This design comes from an exercise in tuning for small area, a short achievable clock period and few clock cycles on the open sky130 flow, not from production work.
Only simulation tests tie the RTL to the original design; equivalence was not proved.
Power and IR drop assume default switching activity.

build 95:
==> flow/design.v (excerpt) <==
module cim_tile (
    input  logic        clk,
    input  logic        rst_n,
    input  logic [2:0]  bus_in_op,
    input  logic [1:0]  bus_in_id,
    input  logic [47:0] bus_in_data,
    output logic [2:0]  bus_out_op,
    output logic [1:0]  bus_out_id,
    output logic [47:0] bus_out_data,
    output logic        bus_drive,
    output logic        is_ready
);
    cim_pkg::bus_word_t bi, bo;
    assign bi.op = cim_pkg::bus_op_t'(bus_in_op);
    assign bi.target_or_sender = bus_in_id;
    assign bi.data = bus_in_data;
    assign bus_out_op = bo.op;
    assign bus_out_id = bo.target_or_sender;
    assign bus_out_data = bo.data;
    cim #(.ID(2)) u (.clk(clk), .rst_n(rst_n), .bus_in(bi), .bus_out(bo), .bus_drive(bus_drive), .is_ready(is_ready));
endmodule
Size in the first run: roughly 110 I/O pins, ~12000 um2 of cells after synthesis.
==> flow/config.mk <==
export PLATFORM = sky130hd
export DESIGN_NAME = cim_tile
export DESIGN_NICKNAME = cim_tile
export VERILOG_FILES = /design/flow/design.v
export SDC_FILE = /design/flow/constraint.sdc
export NUM_CORES = 4
export LEC_CHECK = 0
export CAP_MARGIN = 20
export CORE_MARGIN = 2
export CORE_UTILIZATION = 65
export SETUP_SLACK_MARGIN = 2
export SLEW_MARGIN = 20
==> flow/constraint.sdc <==
create_clock -name core_clock -period 4.0 [get_ports {clk}]
set_input_delay 0.8000 -clock core_clock [delete_from_list [all_inputs] [get_ports {clk}]]
set_output_delay 0.8000 -clock core_clock [all_outputs]
set_load 0.01 [all_outputs]
standard.sh (not shown) runs the stock make flow with config.mk's settings and CLKGATE_MAP_FILE= SYNTH_SCRIPT=/design/flow/synth_recipe.tcl, a recipe that flattens the netlist after the stock synthesis.
==> flow/flow/run.sh <==
#!/bin/bash
# The standard layout, with plain buf_1 cells as the port buffers instead of the delay cells
# that buffer_ports picks on its own. Each tool's output is in the orfs logs; make's own output
# goes to standard.log.
set -o pipefail
export BUFFER_PORTS_ARGS="-buffer_cell sky130_fd_sc_hd__buf_1"
bash standard.sh > standard.log 2>&1
Build 95 | status: complete | timing, DRC, antenna: pass
Testbench counts of build 95, summed over its fixed seeds: cycles 1,617.
Input-level comparison between build 55 and build 95:
- CORE_UTILIZATION: 65 -> 60
- SETUP_SLACK_MARGIN: 2 -> 1.75
Findings:
- Proportion of cell area occupied by multi-input gates in build 55 vs build 95: down 0.54 points
- Looking at overall power across build 95 and build 55, the one that comes out higher is build 55.
- Build 55 vs build 95 — headroom to the max-slew limit rose 1.9 points.
- Taking build 95 as the reference, in build 55 share of total power consumed by net switching lower; arrival time at the worst endpoint saw little to no change; first-pass GRT wire length decreased by 1900 um relative to the old numbers; final worst slack picked up an extra 0.017 ns.
What build 79 does differently from build 55 at the input level:
- SETUP_SLACK_MARGIN now 2.5, was 1.75
Findings:
- Design area (lower): build 55
- Largest cell class by area = multi-input gates: build 79; largest cell class by area = registers: build 55
- Peak fanout along the critical path (lower): build 55
- Maximum frequency in build 79 is 25 MHz below build 55.
- Higher fraction of power spent switching nets goes to build 79 over build 55.
- Higher wire length of the first global-routing pass was reported by build 79, not build 55.
- When build 79 is set beside build 55, its register fraction of the total cell area turns out to be 6.0 points smaller.
## Diff of input files: build 25 against build 79
- changing CORE_UTILIZATION from 60 to 50
- changing SETUP_SLACK_MARGIN from 2.5 to 2
### Flow results
- Taking build 79 as the reference, in build 25 routed wire length saw a decrease; fraction of area in non-clock buffers saw a decrease; share of cell area taken by multi-input logic gates saw a decrease; cell count saw a decrease; overall power after layout saw little to no change.
- Against build 79, the final cell area of build 25 is lower.
- Taking build 79 over build 25, the buffer count excluding the clock tree in the final layout ratio works out to 1.4.
- Going from build 79 to build 25, final period demand of the worst path dropped 0.14 ns; worst setup slack climbed 0.14 ns.


## P
cim_tile again, from the RTL that the note above started with.
==> flow/design.v (excerpt) <==
module cim_tile (
    input  logic        clk,
    input  logic        rst_n,
    input  logic [2:0]  bus_in_op,
    input  logic [1:0]  bus_in_id,
    input  logic [47:0] bus_in_data,
    output logic [2:0]  bus_out_op,
    output logic [1:0]  bus_out_id,
    output logic [47:0] bus_out_data,
    output logic        bus_drive,
    output logic        is_ready
);
    cim_pkg::bus_word_t bi, bo;
    assign bi.op = cim_pkg::bus_op_t'(bus_in_op);
    assign bi.target_or_sender = bus_in_id;
    assign bi.data = bus_in_data;
    assign bus_out_op = bo.op;
    assign bus_out_id = bo.target_or_sender;
    assign bus_out_data = bo.data;
    cim #(.ID(2)) u (.clk(clk), .rst_n(rst_n), .bus_in(bi), .bus_out(bo), .bus_drive(bus_drive), .is_ready(is_ready));
endmodule
export LEC_CHECK = 0
export CAP_MARGIN = 20
export CORE_MARGIN = 2
export CORE_UTILIZATION = 60
export SETUP_SLACK_MARGIN = 2
export SLEW_MARGIN = 20
create_clock -name core_clock -period 4.0 [get_ports {clk}]
Scripts as last shown in full above: flow/flow/run.sh
Testbench counts of P, summed over its fixed seeds: cycles 1,617.
## Diff of input files: Q against P
Settings: CTS_CLUSTER_SIZE newly set to 30; CTS_BUF_LIST newly set to sky130_fd_sc_hd__clkbuf_8; CTS_CLUSTER_DIAMETER newly set to 60.
## What came out
The clock-cell share of area number comes out lower for Q vs P.
From P to Q the numbers moved as follows: power dropped 0.00068 W, final cell count shrank by 9.
Q: biggest fanout along the worst timing path 1 above P

-- static timing again, ports no longer ideal --
In the flow no input, the clock included, has a driving cell. The finished layouts below were timed again as built, in two steps. Step 1 (the two cells are an assumption about what drives the block):
set clk [get_ports {clk}]
set_driving_cell -lib_cell sky130_fd_sc_hd__clkbuf_16 $clk
set_driving_cell -lib_cell sky130_fd_sc_hd__buf_2 [delete_from_list [all_inputs] $clk]
Step 2, shift: input delay + t, output delay - t, t = (earliest + latest rising clock arrival at the registers) / 2. This alone moves slack from input paths to output paths. Slacks: ideal ports / drivers / drivers and shift; pairs: ideal ports / drivers.
| run | t (ns) | setup slack, ns | worst setup path at the end |
|---|---|---|---|
| build 95 | 0.558 | 1.518 / 1.470 / 1.486 | input to register |
| build 55 | 0.548 | 1.535 / 1.488 / 1.301 | input to register |
| build 79 | 0.552 | 1.373 / 1.326 / 1.535 | input to register |
| build 25 | 0.550 | 1.515 / 1.469 / 1.471 | input to register |
| P | 0.549 | 1.549 / 1.505 / 1.458 | input to register |
| Q | 0.572 | 1.460 / 1.420 / 1.389 | input to register |
After both steps setup and hold are still met in every run listed. The setup slack of build 55, which loses most, moves by -0.047 ns with the drivers and by -0.234 ns with both steps.
